Source: an optimization exercise on an open RTL-to-GDS flow (aim: small area, a short achievable clock period and few clock cycles per item). Production flows keep margins and buffers that such runs may drop.
In this exercise RTL edits were held to simulation tests only and were not proved equivalent to the original.

**design/flow/run.sh**
```bash
#!/bin/bash
# synth_recipe.tcl (not shown) runs the flow's synth.tcl, then flattens the netlist and writes it again
# the make line also repeats each setting of config.mk as NAME=value (left out here)
make -C /OpenROAD-flow-scripts/flow DESIGN_CONFIG=/design/flow/config.mk WORK_HOME=/design/flow/orfs CLKGATE_MAP_FILE= SYNTH_SCRIPT=/design/flow/synth_recipe.tcl finish
```
**design/flow/config.mk**
```make
export PLATFORM = sky130hd
export DESIGN_NAME = ray_sphere_nearest_hit_unit
export DESIGN_NICKNAME = ray_sphere_nearest_hit_unit
export VERILOG_FILES = /design/flow/design.v
export SDC_FILE = /design/flow/constraint.sdc
export NUM_CORES = 4
export LEC_CHECK = 0
export CAP_MARGIN = 20
export CORE_MARGIN = 2
export CORE_UTILIZATION = 55
export SETUP_SLACK_MARGIN = 3.0
export SLEW_MARGIN = 20
```
**design/flow/constraint.sdc**
```tcl
create_clock -name core_clock -period 11.0 [get_ports {clk}]
set_input_delay 2.2000 -clock core_clock [delete_from_list [all_inputs] [get_ports {clk}]]
set_output_delay 2.2000 -clock core_clock [all_outputs]
set_load 0.01 [all_outputs]
```
**design/flow/design.v**
```verilog
`default_nettype none
package rsnh_pkg;
    localparam int FRAC_BITS  = 14;
    localparam int COORD_W    = 16;
    localparam int RADIUS_W   = 15;
    localparam int COLOR_W    = 8;
    localparam int SLOT_W     = 3;
    localparam int PIX_X_W    = 10;
    localparam int PIX_Y_W    = 9;
    localparam int INDEX_W    = 3;
    localparam int HIT_DIST_W = 16;
    localparam int GEOM_W = 3 * COORD_W + RADIUS_W;
    localparam int RGB_W  = 3 * COLOR_W;
    localparam int IN_WORD_W  = 1 + SLOT_W + 3 * COORD_W + RADIUS_W + 3 * COLOR_W + PIX_X_W + PIX_Y_W;
    localparam int OUT_WORD_W = 3 * COLOR_W + 1 + INDEX_W + HIT_DIST_W;
    localparam int CFG_INDEX_W = 2;
    localparam int CFG_DATA_W  = 16;
    localparam int ACTIVE_W    = 4;
    localparam logic [CFG_INDEX_W-1:0] CFG_EYE_X  = 2'd0;
    localparam logic [CFG_INDEX_W-1:0] CFG_EYE_Y  = 2'd1;
    localparam logic [CFG_INDEX_W-1:0] CFG_EYE_Z  = 2'd2;
    localparam logic [CFG_INDEX_W-1:0] CFG_ACTIVE = 2'd3;
    localparam logic signed [COORD_W-1:0] EYE_X_RST  = 16'sd8192;
    localparam logic signed [COORD_W-1:0] EYE_Y_RST  = 16'sd8192;
    localparam logic signed [COORD_W-1:0] EYE_Z_RST  = -16'sd16384;
    localparam logic [ACTIVE_W-1:0]       ACTIVE_RST = 4'd3;
endpackage
`default_nettype wire
`default_nettype none
module rsnh_sphere_mem #(
    parameter int DEPTH  = 8,
    parameter int ADDR_W = 3
) (
    input  logic                         clk,
    input  logic                         wr_en,
    input  logic [ADDR_W-1:0]            wr_addr,
    input  logic [rsnh_pkg::GEOM_W-1:0]  wr_geom,
    input  logic [rsnh_pkg::RGB_W-1:0]   wr_rgb,
    input  logic [ADDR_W-1:0]            geom_rd_addr,
    output logic [rsnh_pkg::GEOM_W-1:0]  geom_rd,
    input  logic [ADDR_W-1:0]            geom_rd_addr1,
    output logic [rsnh_pkg::GEOM_W-1:0]  geom_rd1,
    input  logic [ADDR_W-1:0]            rgb_rd_addr,
    output logic [rsnh_pkg::RGB_W-1:0]   rgb_rd
);
    logic [rsnh_pkg::GEOM_W-1:0] geom_mem [DEPTH];
    logic [rsnh_pkg::RGB_W-1:0]  rgb_mem  [DEPTH];
    always_ff @(posedge clk)
    begin
        if (wr_en)
        begin
            geom_mem[wr_addr] <= wr_geom;
            rgb_mem[wr_addr]  <= wr_rgb;
        end
    end
    assign geom_rd  = geom_mem[geom_rd_addr];
    assign geom_rd1 = geom_mem[geom_rd_addr1];
    assign rgb_rd  = rgb_mem[rgb_rd_addr];
endmodule
`default_nettype wire
`default_nettype none
module rsnh_test_lane (
    input  logic               clk,
    input  logic signed [15:0] eye_x,
    input  logic signed [15:0] eye_y,
    input  logic signed [15:0] eye_z,
    input  logic [62:0]        geom,
    input  logic [35:0]        c_in,
    input  logic signed [15:0] e1_dx,
    input  logic signed [15:0] e1_dy,
    input  logic signed [15:0] e1_dz,
    output logic [17:0]        root,
    output logic signed [19:0] h,
    output logic               neg
);
    localparam int NSQ = 7;
    logic signed [16:0] e1_ox, e1_oy, e1_oz;
    logic [35:0]        e1_c;
    always_ff @(posedge clk)
    begin
        e1_ox <= {eye_x[15], eye_x} - {geom[62], geom[62:47]};
        e1_oy <= {eye_y[15], eye_y} - {geom[46], geom[46:31]};
        e1_oz <= {eye_z[15], eye_z} - {geom[30], geom[30:15]};
        e1_c  <= c_in;
    end
    logic [24:0][34:0]  dot_rows;
    logic [34:0]        dot_s, dot_c;
    logic [34:0]        e2_ds, e2_dc;
    logic [35:0]        e2_c;
    logic signed [34:0] e2_dot;
    rsnh_dotrows u_dot (
        .a0(e1_dx), .a1(e1_dy), .a2(e1_dz),
        .b0(e1_ox), .b1(e1_oy), .b2(e1_oz),
        .rows(dot_rows)
    );
    rsnh_csa #(.N(25), .W(35)) u_dcs (.rows(dot_rows), .sum(dot_s), .carry(dot_c));
    always_ff @(posedge clk)
    begin
        e2_ds <= dot_s;
        e2_dc <= dot_c;
        e2_c  <= e1_c;
    end
    assign e2_dot = e2_ds + e2_dc;
    logic signed [19:0] e3_h;
    logic [35:0]        e3_c;
    logic signed [34:0] e2_dotr;
    assign e2_dotr = e2_dot + (e2_dot[34] ? 35'sd8191 : 35'sd8192);
    always_ff @(posedge clk)
    begin
        e3_h <= e2_dotr[33:14];
        e3_c <= e2_c;
    end
    logic signed [38:0] e4_disc;
    logic signed [19:0] e4_h;
    logic [17:0]        h_mag;
    logic [19:0]        h_neg;
    logic [18:0][38:0]  h_rows;
    logic [38:0]        disc_s, disc_c;
    logic [38:0]        e4_ds, e4_dc;
    assign h_neg = 20'd0 - e3_h;
    assign h_mag = e3_h[19] ? h_neg[17:0] : e3_h[17:0];
    rsnh_sqrows #(.W(18), .AW(39)) u_hsq (.x(h_mag), .neg(1'b0), .rows(h_rows));
    rsnh_csa #(.N(21), .W(39)) u_hcs (
        .rows ({h_rows, ~{{3{e3_c[35]}}, e3_c}, 39'd1}),
        .sum  (disc_s),
        .carry(disc_c)
    );
    always_ff @(posedge clk)
    begin
        e4_h  <= e3_h;
        e4_ds <= disc_s;
        e4_dc <= disc_c;
    end
    assign e4_disc = e4_ds + e4_dc;
    logic [NSQ-1:0]       sq_neg;
    logic [NSQ-1:0][19:0] sq_h;
    logic [NSQ-1:0][19:0] sq_r;
    logic [NSQ-1:0][17:0] sq_q;
    logic [NSQ-1:0][35:0] sq_v;
    for (genvar s = 0; s < NSQ; s++)
    begin : g_sq
        logic [19:0] r_in, r_out;
        logic [17:0] q_in, q_out;
        logic [35:0] v_in, v_out;
        logic        neg_in;
        logic [19:0] h_in;
        if (s == 0)
        begin : g_first
            assign r_in   = '0;
            assign q_in   = '0;
            assign v_in   = e4_disc[35:0];
            assign neg_in = e4_disc[38];
            assign h_in   = e4_h;
        end
        else
        begin : g_next
            assign r_in   = sq_r[s-1];
            assign q_in   = sq_q[s-1];
            assign v_in   = sq_v[s-1];
            assign neg_in = sq_neg[s-1];
            assign h_in   = sq_h[s-1];
        end
        rsnh_isqrt #(.RW(20), .QW(18), .VW(36),
                     .NSTEP((s == 0) ? 2 : ((s == 1) ? 4 : ((s < 4) ? 3 : 2))),
                     .J0((s == 0) ? 0 : ((s == 1) ? 2 : ((s < 4) ? 6 + 3 * (s - 2) : 12 + 2 * (s - 4)))),
                     .MASKED(1'b1)) u_sq (
            .r_in(r_in), .q_in(q_in), .v_in(v_in),
            .r_out(r_out), .q_out(q_out), .v_out(v_out)
        );
        always_ff @(posedge clk)
        begin
            sq_neg[s] <= neg_in;
            sq_h[s]   <= h_in;
            sq_r[s]   <= r_out;
            sq_q[s]   <= q_out;
            sq_v[s]   <= v_out;
        end
    end
    assign root = sq_q[NSQ-1];
    assign h    = sq_h[NSQ-1];
    assign neg  = sq_neg[NSQ-1];
endmodule
`default_nettype wire
`default_nettype none
module rsnh_divider #(
    parameter int DW    = 17,
    parameter int QW    = 16,
    parameter int NSTEP = 4
) (
    input  logic [DW-1:0]    den,
    input  logic [DW-1:0]    r_in,
    input  logic [QW-1:0]    q_in,
    input  logic [NSTEP-1:0] bits_in,
    output logic [DW-1:0]    r_out,
    output logic [QW-1:0]    q_out
);
    logic [DW-1:0] r;
    logic [QW-1:0] q;
    logic [DW:0]   rp;
    logic [DW+1:0] diff;
    always_comb
    begin
        r = r_in;
        q = q_in;
        rp = '0;
        diff = '0;
        for (int i = NSTEP - 1; i >= 0; i--)
        begin
            rp   = {r, bits_in[i]};
            diff = {1'b0, rp} - {2'b00, den};
            if (!diff[DW+1])
            begin
                r = diff[DW-1:0];
                q = {q[QW-2:0], 1'b1};
            end
            else
            begin
                r = rp[DW-1:0];
                q = {q[QW-2:0], 1'b0};
            end
        end
        r_out = r;
        q_out = q;
    end
endmodule
`default_nettype wire
`default_nettype none
module rsnh_square #(
    parameter int W = 18
) (
    input  logic [W-1:0]   x,
    output logic [2*W-1:0] y
);
    logic [2*W-1:0] s;
    always_comb
    begin
        s = '0;
        for (int i = 0; i < W; i++)
            s = s + ((x[i] ? ((({{W{1'b0}}, x} >> (i + 1)) << 2) | {{(2*W-1){1'b0}}, 1'b1})
                           : {(2*W){1'b0}}) << (2 * i));
        y = s;
    end
endmodule
module rsnh_dot3 (
    input  logic signed [15:0] a0, a1, a2,
    input  logic signed [16:0] b0, b1, b2,
    output logic signed [34:0] y
);
    logic [47:0] s;
    logic [15:0] a;
    logic [16:0] b;
    logic [2:0]  g;
    logic [17:0] m;
    logic        neg;
    always_comb
    begin
        s = '0;
        a = '0;
        b = '0;
        g = '0;
        m = '0;
        neg = 1'b0;
        for (int k = 0; k < 3; k++)
        begin
            a = (k == 0) ? a0 : ((k == 1) ? a1 : a2);
            b = (k == 0) ? b0 : ((k == 1) ? b1 : b2);
            for (int i = 0; i < 8; i++)
            begin
                g = {a[2*i+1], a[2*i], (i == 0) ? 1'b0 : a[2*i-1]};
                case (g)
                    3'b001, 3'b010: begin m = {b[16], b}; neg = 1'b0; end
                    3'b011:         begin m = {b, 1'b0};  neg = 1'b0; end
                    3'b100:         begin m = {b, 1'b0};  neg = 1'b1; end
                    3'b101, 3'b110: begin m = {b[16], b}; neg = 1'b1; end
                    default:        begin m = 18'd0;      neg = 1'b0; end
                endcase
                if (neg)
                    m = ~m;
                s = s + ({30'd0, ~m[17], m[16:0]} << (2 * i)) + ({47'd0, neg} << (2 * i));
            end
        end
        for (int k = 0; k < 3; k++)
            for (int i = 0; i < 8; i++)
                s = s - (48'd1 << (17 + 2 * i));
        y = s[34:0];
    end
endmodule
`default_nettype wire
`default_nettype none
module rsnh_sqacc #(
    parameter int W  = 18,
    parameter int AW = 39
) (
    input  logic [W-1:0]  x,
    input  logic [AW-1:0] a,
    input  logic          cin,
    output logic [AW-1:0] y
);
    logic [AW-1:0] s;
    always_comb
    begin
        s = a + {{(AW-1){1'b0}}, cin};
        for (int i = 0; i < W; i++)
            s = s + ((x[i] ? ((({{AW{1'b0}}, x} >> (i + 1)) << 2) | {{(AW-1){1'b0}}, 1'b1})
                           : {AW{1'b0}}) << (2 * i));
        y = s;
    end
endmodule
`default_nettype wire
`default_nettype none
module rsnh_csa #(
    parameter int N = 8,
    parameter int W = 36
) (
    input  logic [N-1:0][W-1:0] rows,
    output logic [W-1:0]        sum,
    output logic [W-1:0]        carry
);
    logic [N-1:0][W-1:0] cur;
    logic [N-1:0][W-1:0] nxt;
    int                  cnt;
    int                  nc;
    always_comb
    begin
        cur = rows;
        nxt = '0;
        cnt = N;
        nc  = 0;
        for (int layer = 0; layer < 12; layer++)
        begin
            if (cnt > 2)
            begin
                nxt = '0;
                nc  = 0;
                for (int g = 0; g < N / 3; g++)
                begin
                    if (3 * g + 2 < cnt)
                    begin
                        nxt[nc]     = cur[3*g] ^ cur[3*g+1] ^ cur[3*g+2];
                        nxt[nc + 1] = ((cur[3*g] & cur[3*g+1]) | (cur[3*g] & cur[3*g+2]) |
                                       (cur[3*g+1] & cur[3*g+2])) << 1;
                        nc = nc + 2;
                    end
                end
                for (int r = 0; r < N; r++)
                begin
                    if ((r >= 3 * (cnt / 3)) && (r < cnt))
                    begin
                        nxt[nc] = cur[r];
                        nc = nc + 1;
                    end
                end
                cur = nxt;
                cnt = nc;
            end
        end
        sum   = cur[0];
        carry = (cnt > 1) ? cur[1] : '0;
    end
endmodule
module rsnh_sqrows #(
    parameter int W  = 18,
    parameter int AW = 39
) (
    input  logic [W-1:0]       x,
    input  logic               neg,
    output logic [W:0][AW-1:0] rows
);
    always_comb
    begin
        for (int i = 0; i < W; i++)
        begin
            rows[i] = (x[i] ? ((({{AW{1'b0}}, x} >> (i + 1)) << 2) | {{(AW-1){1'b0}}, 1'b1})
                            : {AW{1'b0}}) << (2 * i);
            if (neg)
                rows[i] = ~rows[i];
        end
        rows[W] = neg ? W : '0;
    end
endmodule
module rsnh_dotrows (
    input  logic signed [15:0] a0, a1, a2,
    input  logic signed [16:0] b0, b1, b2,
    output logic [24:0][34:0]  rows
);
    logic [15:0] a;
    logic [16:0] b;
    logic [2:0]  g;
    logic [17:0] m;
    logic        neg;
    logic        pneg;
    logic [47:0] bias;
    logic [47:0] row;
    always_comb
    begin
        a = '0;
        b = '0;
        g = '0;
        m = '0;
        neg = 1'b0;
        pneg = 1'b0;
        row = '0;
        bias = '0;
        for (int k = 0; k < 3; k++)
        begin
            a = (k == 0) ? a0 : ((k == 1) ? a1 : a2);
            b = (k == 0) ? b0 : ((k == 1) ? b1 : b2);
            for (int i = 0; i < 8; i++)
            begin
                g = {a[2*i+1], a[2*i], (i == 0) ? 1'b0 : a[2*i-1]};
                case (g)
                    3'b001, 3'b010: begin m = {b[16], b}; neg = 1'b0; end
                    3'b011:         begin m = {b, 1'b0};  neg = 1'b0; end
                    3'b100:         begin m = {b, 1'b0};  neg = 1'b1; end
                    3'b101, 3'b110: begin m = {b[16], b}; neg = 1'b1; end
                    default:        begin m = 18'd0;      neg = 1'b0; end
                endcase
                if (neg)
                    m = ~m;
                row = ({30'd0, ~m[17], m[16:0]} << (2 * i));
                if (i > 0)
                    row = row | ({47'd0, pneg} << (2 * i - 2));
                rows[8*k+i] = row[34:0];
                if (i == 7)
                    bias = bias + ({47'd0, neg} << 14);
                bias = bias - (48'd1 << (17 + 2 * i));
                pneg = neg;
            end
        end
        rows[24] = bias[34:0];
    end
endmodule
`default_nettype wire
`default_nettype none
module rsnh_isqrt #(
    parameter int RW     = 21,
    parameter int QW     = 18,
    parameter int VW     = 36,
    parameter int NSTEP  = 5,
    parameter int J0     = 0,
    parameter bit MASKED = 1'b1
) (
    input  logic [RW-1:0] r_in,
    input  logic [QW-1:0] q_in,
    input  logic [VW-1:0] v_in,
    output logic [RW-1:0] r_out,
    output logic [QW-1:0] q_out,
    output logic [VW-1:0] v_out
);
    logic [RW-1:0] r;
    logic [QW-1:0] q;
    logic [VW-1:0] v;
    logic [RW+1:0] rp;
    logic [RW+1:0] t;
    logic [RW+2:0] diff;
    always_comb
    begin
        r = r_in;
        q = q_in;
        v = v_in;
        rp = '0;
        t = '0;
        diff = '0;
        for (int i = 0; i < NSTEP; i++)
        begin
            rp   = {r, v[VW-1:VW-2]};
            v    = {v[VW-3:0], 2'b00};
            t    = '0;
            t[QW+1:0] = {q, 2'b01};
            diff = {1'b0, rp} - {1'b0, t};
            if (!diff[RW+2])
            begin
                r = diff[RW-1:0];
                q = {q[QW-2:0], 1'b1};
            end
            else
            begin
                r = rp[RW-1:0];
                q = {q[QW-2:0], 1'b0};
            end
            if (MASKED)
            begin
                for (int b = 0; b < RW; b++)
                    if (b >= J0 + i + 2) r[b] = 1'b0;
                for (int b = 0; b < QW; b++)
                    if (b >= J0 + i + 1) q[b] = 1'b0;
            end
        end
        r_out = r;
        q_out = q;
        v_out = v;
    end
endmodule
`default_nettype wire
`default_nettype none
module ray_sphere_nearest_hit_unit #(
    parameter int MAX_SPHERES  = 8,
    parameter int IMAGE_HEIGHT = 480
) (
    input  logic                                  clk,
    input  logic                                  rst_n,
    input  logic                                  in_valid,
    output logic                                  in_stall,
    input  logic [rsnh_pkg::IN_WORD_W-1:0]        in_word_bits,
    output logic                                  out_valid,
    input  logic                                  out_stall,
    output logic [rsnh_pkg::OUT_WORD_W-1:0]       out_word_bits,
    input  logic                                  cfg_we,
    input  logic [rsnh_pkg::CFG_INDEX_W-1:0]      cfg_index,
    input  logic [rsnh_pkg::CFG_DATA_W-1:0]       cfg_data
);
    localparam int FIFO_D = 6;
    localparam int CAP    = FIFO_D + 1;
    logic signed [15:0] eye_x, eye_y, eye_z;
    logic [3:0]         active;
    logic               eye_we;
    assign eye_we = cfg_we && (cfg_index != rsnh_pkg::CFG_ACTIVE);
    always_ff @(posedge clk or negedge rst_n)
    begin
        if (!rst_n)
        begin
            eye_x  <= rsnh_pkg::EYE_X_RST;
            eye_y  <= rsnh_pkg::EYE_Y_RST;
            eye_z  <= rsnh_pkg::EYE_Z_RST;
            active <= rsnh_pkg::ACTIVE_RST;
        end
        else if (cfg_we)
        begin
            case (cfg_index)
                rsnh_pkg::CFG_EYE_X: eye_x  <= cfg_data;
                rsnh_pkg::CFG_EYE_Y: eye_y  <= cfg_data;
                rsnh_pkg::CFG_EYE_Z: eye_z  <= cfg_data;
                default:             active <= cfg_data[3:0];
            endcase
        end
    end
    logic [3:0] n_test;
    assign n_test = active[3] ? 4'd8 : {1'b0, active[2:0]};
    logic         s0_v;
    logic [109:0] s0_w;
    logic         s0_op;
    logic         s0_take;
    logic         wr_en;
    logic         idle_all;
    assign s0_op    = s0_w[109];
    assign in_stall = s0_v;
    logic         cj_busy;
    logic         pix_take;
    logic         s0_pix;
    assign wr_en    = s0_v && !s0_op && idle_all && !cj_busy;
    assign s0_take  = pix_take || wr_en;
    always_ff @(posedge clk or negedge rst_n)
    begin
        if (!rst_n)
            s0_v <= 1'b0;
        else if (!s0_v)
            s0_v <= in_valid;
        else if (s0_take)
            s0_v <= 1'b0;
    end
    always_ff @(posedge clk)
    begin
        if (!s0_v)
            s0_w <= in_word_bits;
    end
    logic [62:0] geom_rd;
    logic [23:0] rgb_rd;
    logic [2:0]  i_k;
    logic [2:0]  rgb_addr;
    logic [2:0]  cj_e;
    logic        c_we;
    logic [35:0] a_acc;
    logic [35:0] c_rd, c_rd1;
    logic [62:0] geom_rd1;
    logic [35:0] c_mem [8];
    always_ff @(posedge clk)
    begin
        if (c_we)
            c_mem[cj_e] <= a_acc;
    end
    assign c_rd  = c_mem[{i_k[1:0], 1'b0}];
    assign c_rd1 = c_mem[{i_k[1:0], 1'b1}];
    rsnh_sphere_mem #(.DEPTH(8), .ADDR_W(3)) u_mem (
        .clk          (clk),
        .wr_en        (wr_en),
        .wr_addr      (s0_w[108:106]),
        .wr_geom      (s0_w[105:43]),
        .wr_rgb       (s0_w[42:19]),
        .geom_rd_addr (cj_busy ? cj_e : {i_k[1:0], 1'b0}),
        .geom_rd      (geom_rd),
        .geom_rd_addr1({i_k[1:0], 1'b1}),
        .geom_rd1     (geom_rd1),
        .rgb_rd_addr  (rgb_addr),
        .rgb_rd       (rgb_rd)
    );
    logic [1:0] phase;
    logic       adv;
    logic       first;
    logic       rr_v, a_v, b1_v, b2_v, b3_v, c1_v, c2_v, c3_v, i_v;
    logic       i_last;
    logic       i_take_ok;
    logic [3:0] pcount;
    logic       busy_any;
    assign busy_any = rr_v || a_v || b1_v || b2_v || b3_v || c1_v || c2_v || c3_v;
    assign first    = (phase == 2'd2);
    assign adv      = first && !(c3_v && !i_take_ok) && (s0_pix || busy_any);
    assign s0_pix   = s0_v && s0_op && !cj_busy;
    assign pix_take = adv && s0_pix;
    always_ff @(posedge clk or negedge rst_n)
    begin
        if (!rst_n)
            phase <= 2'd2;
        else if (adv)
            phase <= 2'd0;
        else if (phase != 2'd2)
            phase <= phase + 2'd1;
    end
    always_ff @(posedge clk or negedge rst_n)
    begin
        if (!rst_n)
        begin
            rr_v  <= 1'b0;
            a_v  <= 1'b0;
            b1_v <= 1'b0;
            b2_v <= 1'b0;
            b3_v <= 1'b0;
            c1_v <= 1'b0;
            c2_v <= 1'b0;
            c3_v <= 1'b0;
        end
        else if (adv)
        begin
            rr_v  <= pix_take;
            a_v  <= rr_v;
            b1_v <= a_v;
            b2_v <= b1_v;
            b3_v <= b2_v;
            c1_v <= b3_v;
            c2_v <= c1_v;
            c3_v <= c2_v;
        end
    end
    logic [10:0] pa;
    logic [9:0]  pb;
    logic [11:0] pa7;
    logic [10:0] pb7;
    logic [15:0] px;
    logic [14:0] pyq;
    logic signed [17:0] rx, ry;
    logic signed [16:0] rz;
    logic [23:0] px_m;
    logic [22:0] py_m;
    logic [17:0] rx_neg, ry_neg;
    logic [16:0] rz_neg;
    always_comb
    begin
        pa   = {s0_w[18:9], 1'b1};
        pb   = {s0_w[8:0], 1'b1};
        pa7  = {1'b0, pa} + 12'd7;
        pb7  = {1'b0, pb} + 11'd7;
        px_m = {12'd0, pa7} * 24'd4370;
        px   = ({5'd0, pa} << 4) + {5'd0, pa} + {8'd0, px_m[23:16]};
        py_m = {12'd0, pb7} * 23'd4370;
        pyq  = ({5'd0, pb} << 4) + {5'd0, pb} + {8'd0, py_m[22:16]};
        rx   = $signed({2'b00, r_px}) - {{2{eye_x[15]}}, eye_x};
        ry   = 18'sd16384 - $signed({3'b000, r_pyq}) - {{2{eye_y[15]}}, eye_y};
        rz   = 17'sd0 - {eye_z[15], eye_z};
    end
    assign rx_neg = 18'd0 - rx;
    assign ry_neg = 18'd0 - ry;
    assign rz_neg = 17'd0 - rz;
    logic [16:0] r_rx;
    logic [15:0] r_ry, r_rz;
    logic [2:0]  r_s;
    logic [15:0] r_px;
    logic [14:0] r_pyq;
    always_ff @(posedge clk)
    begin
        if (adv)
        begin
            r_px  <= px;
            r_pyq <= pyq;
        end
        if (phase == 2'd0)
        begin
            r_rx <= rx[17] ? rx_neg[16:0] : rx[16:0];
            r_ry <= ry[17] ? ry_neg[15:0] : ry[15:0];
            r_rz <= rz[16] ? rz_neg[15:0] : rz[15:0];
            r_s  <= {rx[17], ry[17], rz[16]};
        end
    end
    logic [7:0]  dirty;
    logic [2:0]  cj_step;
    logic [7:0]  cj_onehot;
    logic [16:0] j_ox, j_oy, j_oz;
    logic [16:0] j_ox_n, j_oy_n, j_oz_n;
    assign cj_busy   = (dirty != 8'd0);
    assign c_we      = cj_busy && (cj_step == 3'd5);
    assign cj_onehot = dirty & (8'd0 - dirty);
    always_comb
    begin
        cj_e = 3'd0;
        for (int e = 7; e >= 0; e--)
            if (dirty[e]) cj_e = e[2:0];
    end
    assign j_ox   = {eye_x[15], eye_x} - {geom_rd[62], geom_rd[62:47]};
    assign j_oy   = {eye_y[15], eye_y} - {geom_rd[46], geom_rd[46:31]};
    assign j_oz   = {eye_z[15], eye_z} - {geom_rd[30], geom_rd[30:15]};
    assign j_ox_n = 17'd0 - j_ox;
    assign j_oy_n = 17'd0 - j_oy;
    assign j_oz_n = 17'd0 - j_oz;
    always_ff @(posedge clk or negedge rst_n)
    begin
        if (!rst_n)
        begin
            dirty   <= 8'd0;
            cj_step <= 3'd0;
        end
        else if (eye_we)
        begin
            dirty   <= 8'hFF;
            cj_step <= 3'd0;
        end
        else if (wr_en)
        begin
            dirty   <= dirty | (8'd1 << s0_w[108:106]);
            cj_step <= 3'd0;
        end
        else if (cj_busy)
        begin
            if (cj_step == 3'd5)
            begin
                dirty   <= dirty & ~cj_onehot;
                cj_step <= 3'd0;
            end
            else
                cj_step <= cj_step + 3'd1;
        end
    end
    logic [16:0] a_rx;
    logic [15:0] a_ry, a_rz;
    logic [14:0] a_r;
    logic [2:0]  a_s;
    logic [16:0] a_sel;
    logic [35:0] a_cs_s, a_cs_c;
    logic [35:0] a_ns, a_nc;
    logic        a_clr;
    logic        a_sub;
    logic [17:0][35:0] a_rows;
    always_comb
    begin
        if (cj_busy)
        begin
            case (cj_step)
                3'd1:    a_sel = a_rx;
                3'd2:    a_sel = {1'b0, a_ry};
                3'd3:    a_sel = {1'b0, a_rz};
                default: a_sel = {2'b00, a_r};
            endcase
        end
        else
        begin
            case (phase)
                2'd0:    a_sel = {1'b0, a_ry};
                2'd1:    a_sel = {1'b0, a_rz};
                default: a_sel = r_rx;
            endcase
        end
    end
    assign a_sub = cj_busy && (cj_step == 3'd4);
    assign a_clr = cj_busy ? (cj_step == 3'd1) : first;
    rsnh_sqrows #(.W(17), .AW(36)) u_asq (.x(a_sel), .neg(a_sub), .rows(a_rows));
    rsnh_csa #(.N(20), .W(36)) u_acs (
        .rows ({a_rows, (a_clr ? 36'd0 : a_cs_s), (a_clr ? 36'd0 : a_cs_c)}),
        .sum  (a_ns),
        .carry(a_nc)
    );
    assign a_acc = a_cs_s + a_cs_c;
    always_ff @(posedge clk)
    begin
        if (cj_busy)
        begin
            if (cj_step == 3'd0)
            begin
                a_rx <= j_ox[16] ? j_ox_n : j_ox;
                a_ry <= j_oy[16] ? j_oy_n[15:0] : j_oy[15:0];
                a_rz <= j_oz[16] ? j_oz_n[15:0] : j_oz[15:0];
                a_r  <= geom_rd[14:0];
            end
            else if (cj_step != 3'd5)
            begin
                a_cs_s <= a_ns;
                a_cs_c <= a_nc;
            end
        end
        else if (adv)
        begin
            a_rx  <= r_rx;
            a_ry  <= r_ry;
            a_rz  <= r_rz;
            a_s    <= r_s;
            a_cs_s <= a_ns;
            a_cs_c <= a_nc;
        end
        else if (phase != 2'd2)
        begin
            a_cs_s <= a_ns;
            a_cs_c <= a_nc;
        end
    end
    logic [19:0] b1_r, b2_r, b3_r, b1l_r, b1i_r, b2i_r, b3i_r;
    logic [17:0] b1_q, b2_q, b3_q, b1l_q, b1i_q, b2i_q, b3i_q;
    logic [35:0] b1_vv, b2_vv, b3_vv, b1l_v, b1i_v, b2i_v, b3i_v;
    logic [16:0] b1_rx, b2_rx, b3_rx;
    logic [15:0] b1_ry, b1_rz, b2_ry, b2_rz, b3_ry, b3_rz;
    logic [2:0]  b1_s, b2_s, b3_s;
    rsnh_isqrt #(.RW(20), .QW(18), .VW(36), .NSTEP(2), .J0(0), .MASKED(1'b1)) u_b1l (
        .r_in ('0), .q_in ('0), .v_in ({3'd0, a_acc[32:0]}),
        .r_out(b1l_r), .q_out(b1l_q), .v_out(b1l_v)
    );
    rsnh_isqrt #(.RW(20), .QW(18), .VW(36), .NSTEP(2), .J0(0), .MASKED(1'b0)) u_b1i (
        .r_in (b1_r), .q_in (b1_q), .v_in (b1_vv),
        .r_out(b1i_r), .q_out(b1i_q), .v_out(b1i_v)
    );
    rsnh_isqrt #(.RW(20), .QW(18), .VW(36), .NSTEP(2), .J0(0), .MASKED(1'b0)) u_b2i (
        .r_in (first ? b1_r : b2_r), .q_in (first ? b1_q : b2_q), .v_in (first ? b1_vv : b2_vv),
        .r_out(b2i_r), .q_out(b2i_q), .v_out(b2i_v)
    );
    rsnh_isqrt #(.RW(20), .QW(18), .VW(36), .NSTEP(2), .J0(0), .MASKED(1'b0)) u_b3i (
        .r_in (first ? b2_r : b3_r), .q_in (first ? b2_q : b3_q), .v_in (first ? b2_vv : b3_vv),
        .r_out(b3i_r), .q_out(b3i_q), .v_out(b3i_v)
    );
    always_ff @(posedge clk)
    begin
        if (adv)
        begin
            b1_r  <= b1l_r;
            b1_q  <= b1l_q;
            b1_vv <= b1l_v;
            b1_rx <= a_rx;
            b1_ry <= a_ry;
            b1_rz <= a_rz;
            b1_s  <= a_s;
            b2_rx <= b1_rx;
            b2_ry <= b1_ry;
            b2_rz <= b1_rz;
            b2_s  <= b1_s;
            b3_rx <= b2_rx;
            b3_ry <= b2_ry;
            b3_rz <= b2_rz;
            b3_s  <= b2_s;
        end
        else if (!first)
        begin
            b1_r  <= b1i_r;
            b1_q  <= b1i_q;
            b1_vv <= b1i_v;
        end
        if (adv || !first)
        begin
            b2_r  <= b2i_r;
            b2_q  <= b2i_q;
            b2_vv <= b2i_v;
            b3_r  <= b3i_r;
            b3_q  <= b3i_q;
            b3_vv <= b3i_v;
        end
    end
    logic [16:0]      c1_len, c2_len, c3_len;
    logic             c1_zero, c2_zero, c3_zero;
    logic [2:0]       c1_s, c2_s, c3_s;
    logic [2:0][1:0]  c1_low;
    logic [2:0][16:0] c1_rem, c2_rem, c3_rem, c1i_r, c2i_r, c3i_r;
    logic [2:0][17:0] c1_quo, c2_quo, c3_quo, c1i_q, c2i_q, c3i_q;
    logic [2:0][16:0] c_mag_in;
    assign c_mag_in[0] = b3_rx;
    assign c_mag_in[1] = {1'b0, b3_ry};
    assign c_mag_in[2] = {1'b0, b3_rz};
    for (genvar g = 0; g < 3; g++)
    begin : g_div
        rsnh_divider #(.DW(17), .QW(18), .NSTEP(2)) u_c1 (
            .den    (first ? b3_q[16:0] : c1_len),
            .r_in   (first ? (c_mag_in[g] >> 4) : c1_rem[g]),
            .q_in   (first ? 18'd0 : c1_quo[g]),
            .bits_in(first ? c_mag_in[g][3:2] : ((phase == 2'd0) ? c1_low[g] : 2'b00)),
            .r_out  (c1i_r[g]),
            .q_out  (c1i_q[g])
        );
        rsnh_divider #(.DW(17), .QW(18), .NSTEP(2)) u_c2 (
            .den    (first ? c1_len : c2_len),
            .r_in   (first ? c1_rem[g] : c2_rem[g]),
            .q_in   (first ? c1_quo[g] : c2_quo[g]),
            .bits_in(2'b00),
            .r_out  (c2i_r[g]),
            .q_out  (c2i_q[g])
        );
        rsnh_divider #(.DW(17), .QW(18), .NSTEP(2)) u_c3 (
            .den    (first ? c2_len : c3_len),
            .r_in   (first ? c2_rem[g] : c3_rem[g]),
            .q_in   (first ? c2_quo[g] : c3_quo[g]),
            .bits_in(2'b00),
            .r_out  (c3i_r[g]),
            .q_out  (c3i_q[g])
        );
        always_ff @(posedge clk)
        begin
            if (adv || !first)
            begin
                c1_rem[g] <= c1i_r[g];
                c1_quo[g] <= c1i_q[g];
                c2_rem[g] <= c2i_r[g];
                c2_quo[g] <= c2i_q[g];
                c3_rem[g] <= c3i_r[g];
                c3_quo[g] <= c3i_q[g];
            end
            if (adv)
                c1_low[g] <= c_mag_in[g][1:0];
        end
    end
    always_ff @(posedge clk)
    begin
        if (adv)
        begin
            c1_len  <= b3_q[16:0];
            c1_zero <= (b3_q[16:0] == 17'd0);
            c1_s    <= b3_s;
            c2_len  <= c1_len;
            c2_zero <= c1_zero;
            c2_s    <= c1_s;
            c3_len  <= c2_len;
            c3_zero <= c2_zero;
            c3_s    <= c2_s;
        end
    end
    logic [2:0][15:0] c_d;
    for (genvar g = 0; g < 3; g++)
    begin : g_round
        logic [15:0] mag;
        assign mag    = c3_quo[g][15:0] + {15'd0, ({c3_rem[g], 1'b0} >= {1'b0, c3_len})};
        assign c_d[g] = c3_zero ? 16'd0 : (c3_s[2-g] ? (16'd0 - mag) : mag);
    end
    logic signed [15:0] i_dx, i_dy, i_dz;
    logic               i_shade;
    logic               i_null;
    logic [3:0]         n_pair;
    logic               i_v1;
    assign n_pair    = (n_test + 4'd1) >> 1;
    assign i_null    = (n_test == 4'd0);
    assign i_last    = i_null || ({2'b00, i_k[1:0]} == n_pair - 4'd1);
    assign i_v1      = ({i_k[1:0], 1'b1} < n_test[2:0]) || n_test[3];
    assign i_take_ok = (!i_v || i_last) && (pcount < CAP[3:0]);
    logic i_load;
    assign i_load = adv && c3_v;
    always_ff @(posedge clk or negedge rst_n)
    begin
        if (!rst_n)
        begin
            i_v <= 1'b0;
            i_k <= 3'd0;
        end
        else if (i_load)
        begin
            i_v <= 1'b1;
            i_k <= 3'd0;
        end
        else if (i_v)
        begin
            if (i_last)
                i_v <= 1'b0;
            i_k <= {1'b0, i_k[1:0] + 2'd1};
        end
    end
    always_ff @(posedge clk)
    begin
        if (i_load)
        begin
            i_dx    <= c_d[0];
            i_dy    <= c_d[1];
            i_dz    <= c_d[2];
            i_shade <= c3_s[1];
        end
    end
    localparam int NT = 11;
    logic [NT-1:0][6:0]  tp;
    logic [6:0]          tag_in;
    logic signed [15:0]  e1_dx, e1_dy, e1_dz;
    logic [1:0][17:0]    l_root;
    logic [1:0][19:0]    l_h;
    logic [1:0]          l_neg;
    assign tag_in = {i_v, i_last, i_null, i_shade, i_k[1:0], i_v1};
    always_ff @(posedge clk or negedge rst_n)
    begin
        if (!rst_n)
            tp <= '0;
        else
            tp <= {tp[NT-2:0], tag_in};
    end
    always_ff @(posedge clk)
    begin
        e1_dx <= i_dx;
        e1_dy <= i_dy;
        e1_dz <= i_dz;
    end
    rsnh_test_lane u_t0 (
        .clk(clk), .eye_x(eye_x), .eye_y(eye_y), .eye_z(eye_z),
        .geom(geom_rd), .c_in(c_rd),
        .e1_dx(e1_dx), .e1_dy(e1_dy), .e1_dz(e1_dz),
        .root(l_root[0]), .h(l_h[0]), .neg(l_neg[0])
    );
    rsnh_test_lane u_t1 (
        .clk(clk), .eye_x(eye_x), .eye_y(eye_y), .eye_z(eye_z),
        .geom(geom_rd1), .c_in(c_rd1),
        .e1_dx(e1_dx), .e1_dy(e1_dy), .e1_dz(e1_dz),
        .root(l_root[1]), .h(l_h[1]), .neg(l_neg[1])
    );
    logic               fv, flast, fnul, fshade, fv1;
    logic [1:0]         fj;
    logic [1:0][20:0]   t_near, t_far, t_sel;
    logic [1:0]         l_hit;
    logic               pick1;
    assign {fv, flast, fnul, fshade, fj, fv1} = tp[NT-1];
    for (genvar l = 0; l < 2; l++)
    begin : g_t
        assign t_near[l] = 21'd0 - {l_h[l][19], l_h[l]} - {3'b000, l_root[l]};
        assign t_far[l]  = 21'd0 - {l_h[l][19], l_h[l]} + {3'b000, l_root[l]};
        assign t_sel[l]  = t_near[l][20] ? t_far[l] : t_near[l];
    end
    assign l_hit[0] = !fnul && !l_neg[0] && !t_sel[0][20];
    assign l_hit[1] = fv1 && !l_neg[1] && !t_sel[1][20];
    assign pick1    = l_hit[1] && (!l_hit[0] || (t_sel[1][19:0] < t_sel[0][19:0]));
    logic        p_v, p_last, p_shade, p_hit;
    logic [19:0] p_t;
    logic [2:0]  p_k;
    always_ff @(posedge clk or negedge rst_n)
    begin
        if (!rst_n)
        begin
            p_v    <= 1'b0;
            p_last <= 1'b0;
        end
        else
        begin
            p_v    <= fv;
            p_last <= flast;
        end
    end
    always_ff @(posedge clk)
    begin
        p_shade <= fshade;
        p_hit   <= l_hit[0] || l_hit[1];
        p_t     <= pick1 ? t_sel[1][19:0] : t_sel[0][19:0];
        p_k     <= {fj, pick1};
    end
    logic        f_found;
    logic [19:0] f_t;
    logic [2:0]  f_k;
    logic        r_v;
    logic        r_shade;
    always_ff @(posedge clk or negedge rst_n)
    begin
        if (!rst_n)
            r_v <= 1'b0;
        else
            r_v <= p_v && p_last;
    end
    always_ff @(posedge clk)
    begin
        if (p_v)
        begin
            if (p_k[2:1] == 2'd0)
            begin
                f_found <= p_hit;
                f_t     <= p_t;
                f_k     <= p_k;
            end
            else if (p_hit && (!f_found || p_t < f_t))
            begin
                f_found <= 1'b1;
                f_t     <= p_t;
                f_k     <= p_k;
            end
            r_shade <= p_shade;
        end
    end
    typedef struct packed {
        logic        found;
        logic [2:0]  k;
        logic [15:0] dst;
        logic        shade;
    } res_t;
    logic [20:0] fifo [FIFO_D];
    logic [2:0] wp, rp;
    logic [2:0] fcount;
    res_t       push_w, head;
    logic       pop;
    logic       taken;
    assign push_w.found = f_found;
    assign push_w.k     = f_k;
    assign push_w.dst  = (f_t[19:16] != 4'd0) ? 16'hFFFF : f_t[15:0];
    assign push_w.shade = r_shade;
    assign head     = fifo[rp];
    assign rgb_addr = head.k;
    logic               out_v;
    logic [43:0]        out_w;
    assign taken = out_v && !out_stall;
    assign pop   = (fcount != 3'd0) && (!out_v || !out_stall);
    always_ff @(posedge clk)
    begin
        if (r_v)
            fifo[wp] <= push_w;
    end
    always_ff @(posedge clk or negedge rst_n)
    begin
        if (!rst_n)
        begin
            wp     <= '0;
            rp     <= '0;
            fcount <= '0;
            out_v  <= 1'b0;
            pcount <= '0;
        end
        else
        begin
            if (r_v)
                wp <= (wp == 3'd5) ? 3'd0 : wp + 3'd1;
            if (pop)
                rp <= (rp == 3'd5) ? 3'd0 : rp + 3'd1;
            fcount <= fcount + {2'd0, r_v} - {2'd0, pop};
            if (pop)
                out_v <= 1'b1;
            else if (taken)
                out_v <= 1'b0;
            pcount <= pcount + {3'd0, i_load} - {3'd0, taken};
        end
    end
    always_ff @(posedge clk)
    begin
        if (pop)
        begin
            if (head.found)
                out_w <= {rgb_rd, 1'b1, head.k, head.dst};
            else
                out_w <= {{24{head.shade}}, 1'b0, 3'd0, 16'd0};
        end
    end
    assign out_valid     = out_v;
    assign out_word_bits = out_w;
    assign idle_all = !busy_any && (pcount == 4'd0);
endmodule
`default_nettype wire
```
==> results by group, run 1 <==
Setup path
  • Total stage count of the critical path: 24
  • Slack of the worst reg-to-reg path: 3.21 ns
  • Data required, critical path: 11.73 ns
  • Worst Path Class, Setup: reg2reg
  • Crit path max fanout: 58
  • Slowest Stage Delay on Critical Path: ~0.56 ns
  • Count of buffer and inverter cells on the critical path: 4
  • Most Frequent Cell on Critical Path: sky130_fd_sc_hd__mux2_2
  • Critical-path cell list: ha_4 > buf_12 > buf_4 > buf_16 > mux2_2 > ha_1 > nor2b_1 > o31a_1 > o41a_1 > a41oi_1 > o311ai_1 > and2_1 > buf_4 > mux2_2 > ha_1 > a21oi_1 > nand2_1 > o31ai_2 > o311ai_0 > o21a_1 > o21a_1 > o21ai_0 > o211a_4 > mux2_2
  • Worst setup path endpoint: b2_r[4]
  • Worst setup startpoint: phase[1]
  • Worst flop-to-flop path startpoint: phase[1]
  • Dominant delay contributor by cell family on the critical path: compound AO/OA/AOI/OAI gates
  • Count of cells along the worst register-to-register path: 24
  • R2r endpoint: b2_r[4]
  • Library cell contributing the largest single delay on the critical path: sky130_fd_sc_hd__dfstp_2
  • Element type at the critical path end: register
  • Arrival time worst endpoint: roughly 8.5 ns
  • Category of the worst setup path launch point: register

Outcome
  • Outcome: finished clean

Synth
  • Total nets after synthesis: approximately 27000
  • Cell type with the largest total area after synthesis: sky130_fd_sc_hd__edfxtp_1
  • Leading cell type by number of instances after synthesis: sky130_fd_sc_hd__inv_1
  • Number of synthesis warnings: 18
  • Dominant synthesized flop cell: sky130_fd_sc_hd__edfxtp_1
  • FF+latch count, synth: about 4000
  • Share of synthesized flip-flops with an asynchronous set or reset: 0.0433
  • Most used standard cells in the synthesized netlist: sky130_fd_sc_hd__inv_1 (2382), sky130_fd_sc_hd__edfxtp_1 (2226), sky130_fd_sc_hd__ha_1 (2062)
  • Number of enable-type register cells in the synthesized netlist: 2226
  • Area of the mapped netlist: 0.254 mm²
  • Post-synthesis sequential area ratio: 0.403
  • Syn avg cell area: between 10 and 15 µm²
  • Share of the synthesized area in the top cell type: 0.263
  • Synthesized instance count: 23400
  • Count of cell types in the netlist: 120
  • Leading post-synthesis cells by cell area: sky130_fd_sc_hd__edfxtp_1 (26%), sky130_fd_sc_hd__dfxtp_1 (12%), sky130_fd_sc_hd__fa_1 (10%), sky130_fd_sc_hd__ha_1 (10%), sky130_fd_sc_hd__xor2_1 (3.6%)

Routing
  • Total length of routed wires: 745000 µm
  • Detailed-route DRC error count: 0
  • Vias per cell: 5.85
  • WL per Instance: around 25 µm
  • Number of detailed-routing iterations run before antenna repair: 7
  • Starting DRT DRC Count: 15500
  • Remaining number of nets flagged by the antenna check after routing: 0
  • Count of vias placed by the detailed router: 175000

Min path
  • Hold WC Path Type: reg2reg
  • Count of cells along the worst hold path: 0

Clock network
  • Number of CTS-inserted buffers: 410
  • Worst-Skew Late Latency: 1.05 ns
  • Maximum level of the CTS H-tree: 5
  • Clock root buffer master: sky130_fd_sc_hd__clkbuf_16
  • # hold bufs at CTS: 0
  • Clock-pin slew reported for the worst setup and hold paths after clock tree synthesis: 0.06 ns
  • Maximum number of buffers from clock root to sink: 4
  • Clock sink count: ~4000
  • TritonCTS clock tree: built

Global route
  • Maximum number of pins on one net before global-route repair: 141
  • Vias in the first global route: 171000
  • Overall global routing resource usage: 0.312
  • Number of antenna violations at the first check in global routing: just under 80
  • Total global routing overflow: 0
  • First-pass GRT wire length: 1100000 µm

Cells and area
  • Final core utilization: 0.606
  • Area growth from synthesis to layout: 9.69%
  • Number of nets in the layout: 26800
  • Final cell area excluding filler cells: ~0.28 mm²
  • Count of non-filler cells in the finished layout: 29900
  • Fraction of layout instances using a drive strength above 1: 0.107

STA
  • Post-layout minimum cycle time: 7.79 ns
  • Final Max Slew Viols: 0
  • Slew at the pin closest to its max-slew limit: 1.20 ns
  • Max_slew headroom: 0.197
  • Unrepaired setup endpoints after global routing: yes
  • Setup TNS after final layout: 0 ns
  • Setup violation total in the final timing report: 0
  • Setup ws final: 3.21 ns
  • Clock Skew: between 0.1 and 0.15 ns
  • Maximum operating frequency: 0.128 GHz
  • Final Cycle Share: 0.708
  • Final Hold Vio Count: 0
  • Worst Hold Margin: 0.293 ns

Floorplanning
  • Die area: 0.467 mm²
  • Count of pins on the block boundary: 179
  • Core Area: 0.460 mm²
  • Initial Utilization: 0.552
  • Die extent in y: 684 µm
  • # rows: 249
  • Horizontal extent of the die: 684 µm

Place
  • Final weighted congestion of routability-driven global placement: 0.955
  • Placed Area: 0.263 mm²
  • Worst-case setup slack after placement: 1.76 ns
  • Placed wire-length estimate after detailed placement: 564000 µm
  • Buffers added on ports: 178
  • Placed Cells: 29000

Run
  • Max-cap viol count: 0
## worst min path at each step
stage	startpoint	endpoint	slack [ns]
finish	u_t0.e4_ds[5]	u_t0.sq_v[9]	0.29
global route	u_t0.e4_ds[5]	u_t0.sq_v[9]	0.30
CTS	u_t1.sq_h[48]	u_t1.sq_h[68]	0.30
detailed placement	u_t0.e1_c[11]	u_t0.e2_c[11]	0.31
global placement	u_t0.sq_h[24]	u_t0.sq_h[44]	0.31
floorplan	u_t0.e1_c[0]	u_t0.e2_c[0]	0.31
## final cells by class
class                           count  area, µm²
Fill cell                       38300     181000
Multi-Input combinational cell  15900     140000
Sequential cell                  3951     102000
Clock buffer                      551      11600
Inverter                         2395       9040
Tap cell                         6149       7690
Timing Repair Buffer              619       5490
Clock inverter                    223       2620
Antenna cell                       67        168
## metal layers
layer / part of all wire / GRT usage / vias to the layer above
li1: - / - / 81700
met1: 0.42 / 0.422 / 85800
met2: 0.45 / 0.495 / 6006
met3: 0.070 / 0.0497 / 1323
met4: 0.052 / 0.142 / 16
met5: 0.00013 / 0.000612 / -
## timing repair
item | CTS | global route
setup endpoints to repair | 237 | 276
resized for setup | 21 | 71
cloned | 2 | 7
hold endpoints to repair | 0 | 0
buffers inserted | 18 | 26
pin swaps | 5 | 18
## kinds of logic after synthesis
family / count (synthesis) / synth area share
multiplexers: 1191 / 0.0657
adder cells (fa/ha/maj): 3375 / 0.205
AO/OA/AOI/OAI: 4629 / 0.119
buffers and inverters: 3501 / 0.0523
XOR/XNOR: 2038 / 0.0703
flip-flops: 3951 / 0.403
AND/OR/NAND/NOR: 4709 / 0.0854
## sequential cells by signal, indices dropped and copies added (netlist names), 39 cells and up
| register | cells |
|---|---|
| fifo | 126 |
| c_mem | 288 |
| tp | 77 |
| u_t1.sq_h | 140 |
| u_t0.sq_v | 98 |
| c1_rem | 51 |
| u_t1.sq_v | 98 |
| u_t0.sq_r | 65 |
| u_t0.sq_h | 140 |
| u_mem.rgb_mem | 192 |
| u_t1.e4_ds | 39 |
| u_t1.sq_r | 65 |
| c2_quo | 42 |
| out_w | 44 |
| u_mem.geom_mem | 504 |
| c3_rem | 51 |
| u_t0.sq_q | 77 |
| u_t1.sq_q | 77 |
| s0_w | 110 |
| c3_quo | 48 |
| u_t0.e4_ds | 39 |
| c2_rem | 51 |
## cells in the final DEF, fill, tap and decap left out, drive strengths merged, types with 127 or more instances in the layout
cell type      count
nor2b            236
a211oi           195
nand3            229
nand2b           176
o21ai           1055
a21oi           1236
clkdlybuf4s50    177
or2              127
a221oi           309
mux4             315
mux2             632
nor3             280
edfxtp          2226
ha              2062
a22oi            293
a21o             351
a31oi            145
inv             2415
buf              437
xor2            1030
mux2i            244
nand2           1220
xnor2           1008
nor2            1775
clkinv           157
dfrtp            164
and2             165
dfxtp           1554
o21a             191
clkbuf           555
fa              1312
Testbench counts, summed over its fixed seeds: cycles 16,465, pixels 4,096.
==> run 2: changes to the inputs <==
--- a/design/flow/design.v
+++ b/design/flow/design.v
@@ -66,5 +66,5 @@
     input  logic signed [15:0] eye_z,
     input  logic [62:0]        geom,
-    input  logic [35:0]        c_in,
+    input  logic [35:0]        c_e3,
     input  logic signed [15:0] e1_dx,
     input  logic signed [15:0] e1_dy,
@@ -76,5 +76,4 @@
     localparam int NSQ = 7;
     logic signed [16:0] e1_ox, e1_oy, e1_oz;
-    logic [35:0]        e1_c;
     always_ff @(posedge clk)
     begin
@@ -82,10 +81,8 @@
         e1_oy <= {eye_y[15], eye_y} - {geom[46], geom[46:31]};
         e1_oz <= {eye_z[15], eye_z} - {geom[30], geom[30:15]};
-        e1_c  <= c_in;
     end
     logic [24:0][34:0]  dot_rows;
     logic [34:0]        dot_s, dot_c;
     logic [34:0]        e2_ds, e2_dc;
-    logic [35:0]        e2_c;
     logic signed [34:0] e2_dot;
     rsnh_dotrows u_dot (
@@ -99,9 +96,7 @@
         e2_ds <= dot_s;
         e2_dc <= dot_c;
-        e2_c  <= e1_c;
     end
     assign e2_dot = e2_ds + e2_dc;
     logic signed [19:0] e3_h;
-    logic [35:0]        e3_c;
     logic signed [34:0] e2_dotr;
     assign e2_dotr = e2_dot + (e2_dot[34] ? 35'sd8191 : 35'sd8192);
@@ -109,5 +104,4 @@
     begin
         e3_h <= e2_dotr[33:14];
-        e3_c <= e2_c;
     end
     logic signed [38:0] e4_disc;
@@ -122,5 +116,5 @@
     rsnh_sqrows #(.W(18), .AW(39)) u_hsq (.x(h_mag), .neg(1'b0), .rows(h_rows));
     rsnh_csa #(.N(21), .W(39)) u_hcs (
-        .rows ({h_rows, ~{{3{e3_c[35]}}, e3_c}, 39'd1}),
+        .rows ({h_rows, ~{{3{c_e3[35]}}, c_e3}, 39'd1}),
         .sum  (disc_s),
         .carry(disc_c)
@@ -571,5 +565,4 @@
     logic        c_we;
     logic [35:0] a_acc;
-    logic [35:0] c_rd, c_rd1;
     logic [62:0] geom_rd1;
     logic [35:0] c_mem [8];
@@ -579,6 +572,4 @@
             c_mem[cj_e] <= a_acc;
     end
-    assign c_rd  = c_mem[{i_k[1:0], 1'b0}];
-    assign c_rd1 = c_mem[{i_k[1:0], 1'b1}];
     rsnh_sphere_mem #(.DEPTH(8), .ADDR_W(3)) u_mem (
         .clk          (clk),
@@ -1004,5 +995,5 @@
     rsnh_test_lane u_t0 (
         .clk(clk), .eye_x(eye_x), .eye_y(eye_y), .eye_z(eye_z),
-        .geom(geom_rd), .c_in(c_rd),
+        .geom(geom_rd), .c_e3(c_mem[{tp[2][2:1], 1'b0}]),
         .e1_dx(e1_dx), .e1_dy(e1_dy), .e1_dz(e1_dz),
         .root(l_root[0]), .h(l_h[0]), .neg(l_neg[0])
@@ -1010,5 +1001,5 @@
     rsnh_test_lane u_t1 (
         .clk(clk), .eye_x(eye_x), .eye_y(eye_y), .eye_z(eye_z),
-        .geom(geom_rd1), .c_in(c_rd1),
+        .geom(geom_rd1), .c_e3(c_mem[{tp[2][2:1], 1'b1}]),
         .e1_dx(e1_dx), .e1_dy(e1_dy), .e1_dz(e1_dz),
         .root(l_root[1]), .h(l_h[1]), .neg(l_neg[1])
==> run 2 against run 1 <==
Critical path depth grew 4; non-clock buffer count down 25; synthesized area is 1.1% lower; via count is 0.80% higher; maximum frequency increased by 1.5%; flip-flop and latch count decreased by 216; register-to-register slack better by 0.12 ns.
==> results by group, run 2 <==
Outcome
  • Outcome: finished clean (unchanged)

Floorplanning
  • Horizontal extent of the die: 680 µm (was 684 µm)
  • Die area: 0.462 mm² (was 0.467 mm²)
  • Die extent in y: 680 µm (was 684 µm)
  • # rows: 248 (was 249)
  • Initial Utilization: 0.551 (was 0.552)
  • Core Area: 0.456 mm² (was 0.460 mm²)
  • Count of pins on the block boundary: 179 (unchanged)

Clock network
  • Maximum number of buffers from clock root to sink: 4 (unchanged)
  • Clock root buffer master: sky130_fd_sc_hd__clkbuf_16 (unchanged)
  • Maximum level of the CTS H-tree: 5 (unchanged)
  • TritonCTS clock tree: built (unchanged)
  • Number of CTS-inserted buffers: 400 (was 410)
  • Clock sink count: 3735 (was 3951)
  • # hold bufs at CTS: 0 (unchanged)
  • Worst-Skew Late Latency: 1.05 ns (about the same)
  • Clock-pin slew reported for the worst setup and hold paths after clock tree synthesis: 0.07 ns (was 0.06 ns)

Setup path
  • Crit path max fanout: 21 (was 58)
  • Worst setup startpoint: phase[0] (was phase[1])
  • Slowest Stage Delay on Critical Path: 0.51 ns (was 0.56 ns)
  • Element type at the critical path end: register (unchanged)
  • Worst flop-to-flop path startpoint: phase[0] (was phase[1])
  • Arrival time worst endpoint: 8.41 ns (was 8.52 ns)
  • Category of the worst setup path launch point: register (unchanged)
  • Worst Path Class, Setup: reg2reg (unchanged)
  • Data required, critical path: 11.73 ns (about the same)
  • Library cell contributing the largest single delay on the critical path: sky130_fd_sc_hd__or3b_2 (was sky130_fd_sc_hd__dfstp_2)

Synth
  • Post-synthesis sequential area ratio: 0.390 (was 0.403)
  • Number of enable-type register cells in the synthesized netlist: 2226 (unchanged)
  • Area of the mapped netlist: 0.251 mm² (was 0.254 mm²)
  • Share of synthesized flip-flops with an asynchronous set or reset: 0.0458 (was 0.0433)
  • Count of cell types in the netlist: 127 (was 120)
  • Number of synthesis warnings: 18 (unchanged)
  • Cell type with the largest total area after synthesis: sky130_fd_sc_hd__edfxtp_1 (unchanged)
  • Dominant synthesized flop cell: sky130_fd_sc_hd__edfxtp_1 (unchanged)
  • Most used standard cells in the synthesized netlist: sky130_fd_sc_hd__inv_1 (2344), sky130_fd_sc_hd__edfxtp_1 (2226), sky130_fd_sc_hd__ha_1 (2062) (was sky130_fd_sc_hd__inv_1 (2382), sky130_fd_sc_hd__edfxtp_1 (2226), sky130_fd_sc_hd__ha_1 (2062))
  • Syn avg cell area: 10.8 µm² (was 10.9 µm²)
  • Share of the synthesized area in the top cell type: 0.266 (was 0.263)
  • Total nets after synthesis: 26800 (was 26900)
  • FF+latch count, synth: 3735 (was 3951)
  • Leading post-synthesis cells by cell area: sky130_fd_sc_hd__edfxtp_1 (27%), sky130_fd_sc_hd__dfxtp_1 (11%), sky130_fd_sc_hd__fa_1 (10%), sky130_fd_sc_hd__ha_1 (10%), sky130_fd_sc_hd__xor2_1 (3.7%) (was sky130_fd_sc_hd__edfxtp_1 (26%), sky130_fd_sc_hd__dfxtp_1 (12%), sky130_fd_sc_hd__fa_1 (10%), sky130_fd_sc_hd__ha_1 (10%), sky130_fd_sc_hd__xor2_1 (3.6%))
  • Leading cell type by number of instances after synthesis: sky130_fd_sc_hd__inv_1 (unchanged)
  • Synthesized instance count: 23300 (was 23400)

Run
  • Max-cap viol count: 0 (unchanged)

Cells and area
  • Largest registers: u_mem.geom_mem: 504 flops, c_mem: 288 flops, u_mem.rgb_mem: 192 flops (unchanged)
  • Number of nets in the layout: 26700 (was 26800)
  • Area of the multi-input gates: 0.141 mm² (was 0.140 mm²)
  • Final cell area excluding filler cells: 0.275 mm² (was 0.279 mm²)
  • Flip-flop count of the largest register after layout: 504 (unchanged)
  • Area growth from synthesis to layout: 9.32% (was 9.69%)
  • Most frequent standard cell in the layout excluding fill and tap cells: sky130_fd_sc_hd__inv_1 (unchanged)
  • Fraction of layout instances using a drive strength above 1: 0.107 (about the same)
  • Largest register by flop count: u_mem.geom_mem (unchanged)
  • Final-layout fill cell count: 37800 (was 38300)
  • Storage cell area: 0.0980 mm² (was 0.102 mm²)
  • Commonest non-fill, non-tap cells in the layout: sky130_fd_sc_hd__inv_1 (2339), sky130_fd_sc_hd__edfxtp_1 (2226), sky130_fd_sc_hd__ha_1 (2058) (was sky130_fd_sc_hd__inv_1 (2370), sky130_fd_sc_hd__edfxtp_1 (2226), sky130_fd_sc_hd__ha_1 (2058))
  • Count of non-filler cells in the finished layout: 29600 (was 29900)
  • Final core utilization: 0.603 (was 0.606)

Routing
  • WL per Instance: 25.3 µm (was 24.9 µm)
  • Remaining number of nets flagged by the antenna check after routing: 0 (unchanged)
  • Total length of routed wires: 748000 µm (was 745000 µm)
  • Number of detailed-routing iterations run before antenna repair: 8 (was 7)
  • Starting DRT DRC Count: 16700 (was 15500)
  • Detailed-route DRC error count: 0 (unchanged)
  • Count of vias placed by the detailed router: 176000 (was 175000)
  • Vias per cell: 5.96 (was 5.85)

Place
  • Placed Cells: 28800 (was 29000)
  • Buffers added on ports: 178 (unchanged)
  • Final weighted congestion of routability-driven global placement: 0.976 (was 0.955)
  • Placed wire-length estimate after detailed placement: 565000 µm (was 564000 µm)
  • Placed Area: 0.260 mm² (was 0.263 mm²)

STA
  • Clock Skew: 0.105 ns (was 0.111 ns)
  • Final Hold Vio Count: 0 (unchanged)
  • Unrepaired setup endpoints after global routing: yes (unchanged)
  • Slew at the pin closest to its max-slew limit: 1.23 ns (was 1.20 ns)
  • Final Max Slew Viols: 0 (unchanged)
  • Post-layout minimum cycle time: 7.68 ns (was 7.79 ns)
  • Final Cycle Share: 0.698 (was 0.708)
  • Maximum operating frequency: 0.130 GHz (was 0.128 GHz)
  • Max_slew headroom: 0.181 (was 0.197)
  • Setup TNS after final layout: 0 ns (unchanged)
  • Setup violation total in the final timing report: 0 (unchanged)

Min path
  • Startpoint of the most critical hold path: u_t0.sq_h[89] (was u_t0.e4_ds[5])
  • Hold WC Path Type: reg2reg (unchanged)

Global route
  • Number of antenna violations at the first check in global routing: 56 (was 78)
  • Total global routing overflow: 0 (unchanged)
  • First-pass GRT wire length: 1100000 µm (about the same)
  • Overall global routing resource usage: 0.318 (was 0.312)
  • Maximum number of pins on one net before global-route repair: 136 (was 141)
  • Vias in the first global route: 171000 (about the same)
run 2: layout make-up:
class / instances / share of cell area
Antenna cell: 20 / 0.000182
Clock buffer: 512 / 0.0398
Clock inverter: 237 / 0.0105
Inverter: 2360 / 0.0324
Multi-Input combinational cell: 16100 / 0.514
Sequential cell: 3735 / 0.357
Tap cell: 6000 / 0.0273
Timing Repair Buffer: 594 / 0.0189
run 2: repair_timing:
| item | CTS | global route |
|---|---|---|
| pin swaps | 4 | 2 |
| resized for setup | 8 | 44 |
| endpoints found under the setup margin | 145 | 189 |
| buffers inserted | 4 | 9 |
| gates cloned | 1 | 1 |
run 2: logic make-up (layout without fill, tap and decap cells):
| family | after synthesis | in the layout | synth area share |
|---|---|---|---|
| compound gates | 4669 | 4670 | 0.122 |
| xor+xnor | 2087 | 2087 | 0.0728 |
| fa+ha+maj | 3375 | 3375 | 0.207 |
| other cells | 0 | 20 | 0 |
| mux | 1214 | 1214 | 0.0673 |
| simple gates | 4769 | 4770 | 0.0887 |
| buf+inv | 3480 | 3703 | 0.0526 |
| flops | 3735 | 3735 | 0.390 |
run 2: final timing paths:
check	endpoint	slack [ns]	cells past startpoint
hold reg to reg	u_t0.sq_h[109]	0.29	0
setup / recovery	c1_rem[6]	3.32	28
setup reg to reg	c1_rem[6]	3.32	28
min in group asynchronous	fcount[2]	1.15	1
max in group asynchronous	eye_z[3]	7.83	3
hold / removal	u_t0.sq_h[109]	0.29	0
run 2: worst max-delay path, delay by kind of cell, from the launching register on:
family,cells,cell delay [ns]
compound gates,12,2.72
simple gates,5,1.33
fa+ha+maj,4,1.18
mux,3,1.03
buf+inv,4,0.72
flops,1,0.40
run 2: per-stage QoR:
stage	hold WS, ns	setup slack, ns
2_1_floorplan	0.310	0.635
3_3_place_gp	0.310	2.11
3_5_place_dp	0.312	2.23
4_1_cts	0.283	3.00
5_1_grt	0.293	2.91
6_report	0.287	3.32
run 2: metal layers:
metal	global-route usage	wire length [µm]	vias to the layer above
li1	-	-	81800
met1	0.436	317000	86500
met2	0.493	331000	6606
met3	0.0588	59100	1437
met4	0.145	40400	18
met5	0	271	-
Testbench counts of run 2, summed over its fixed seeds: cycles 16,465, pixels 4,096.

what the ideal ports hide:
The results above use ideal ports. As a check the final layouts listed here were re-extracted and re-timed, cells and wires unchanged.
Step 1: set_driving_cell puts a clkbuf_16 on clk and a buf_2 on each other input, an assumption about the parent block.
Step 2, shift: input delay + t, output delay - t, t = (earliest + latest rising clock arrival at the registers) / 2. This alone moves slack from input paths to output paths.
Three values: ideal, step 1, step 2; two values: the first two.
run | shift t [ns] | slack for setup (ns) | hold slack, ns | clock arrival spread, ns | worst slew at a driven data input, ns
run 1 | 1.132 | 3.207 / 3.207 / 3.207 | 0.293 / 0.293 / 0.293 | 0.112 / 0.112 | 0.14
run 2 | 1.123 | 3.322 / 3.322 / 3.322 | 0.287 / 0.287 / 0.287 | 0.110 / 0.111 | 0.16
After both steps setup and hold are still met in every run listed.
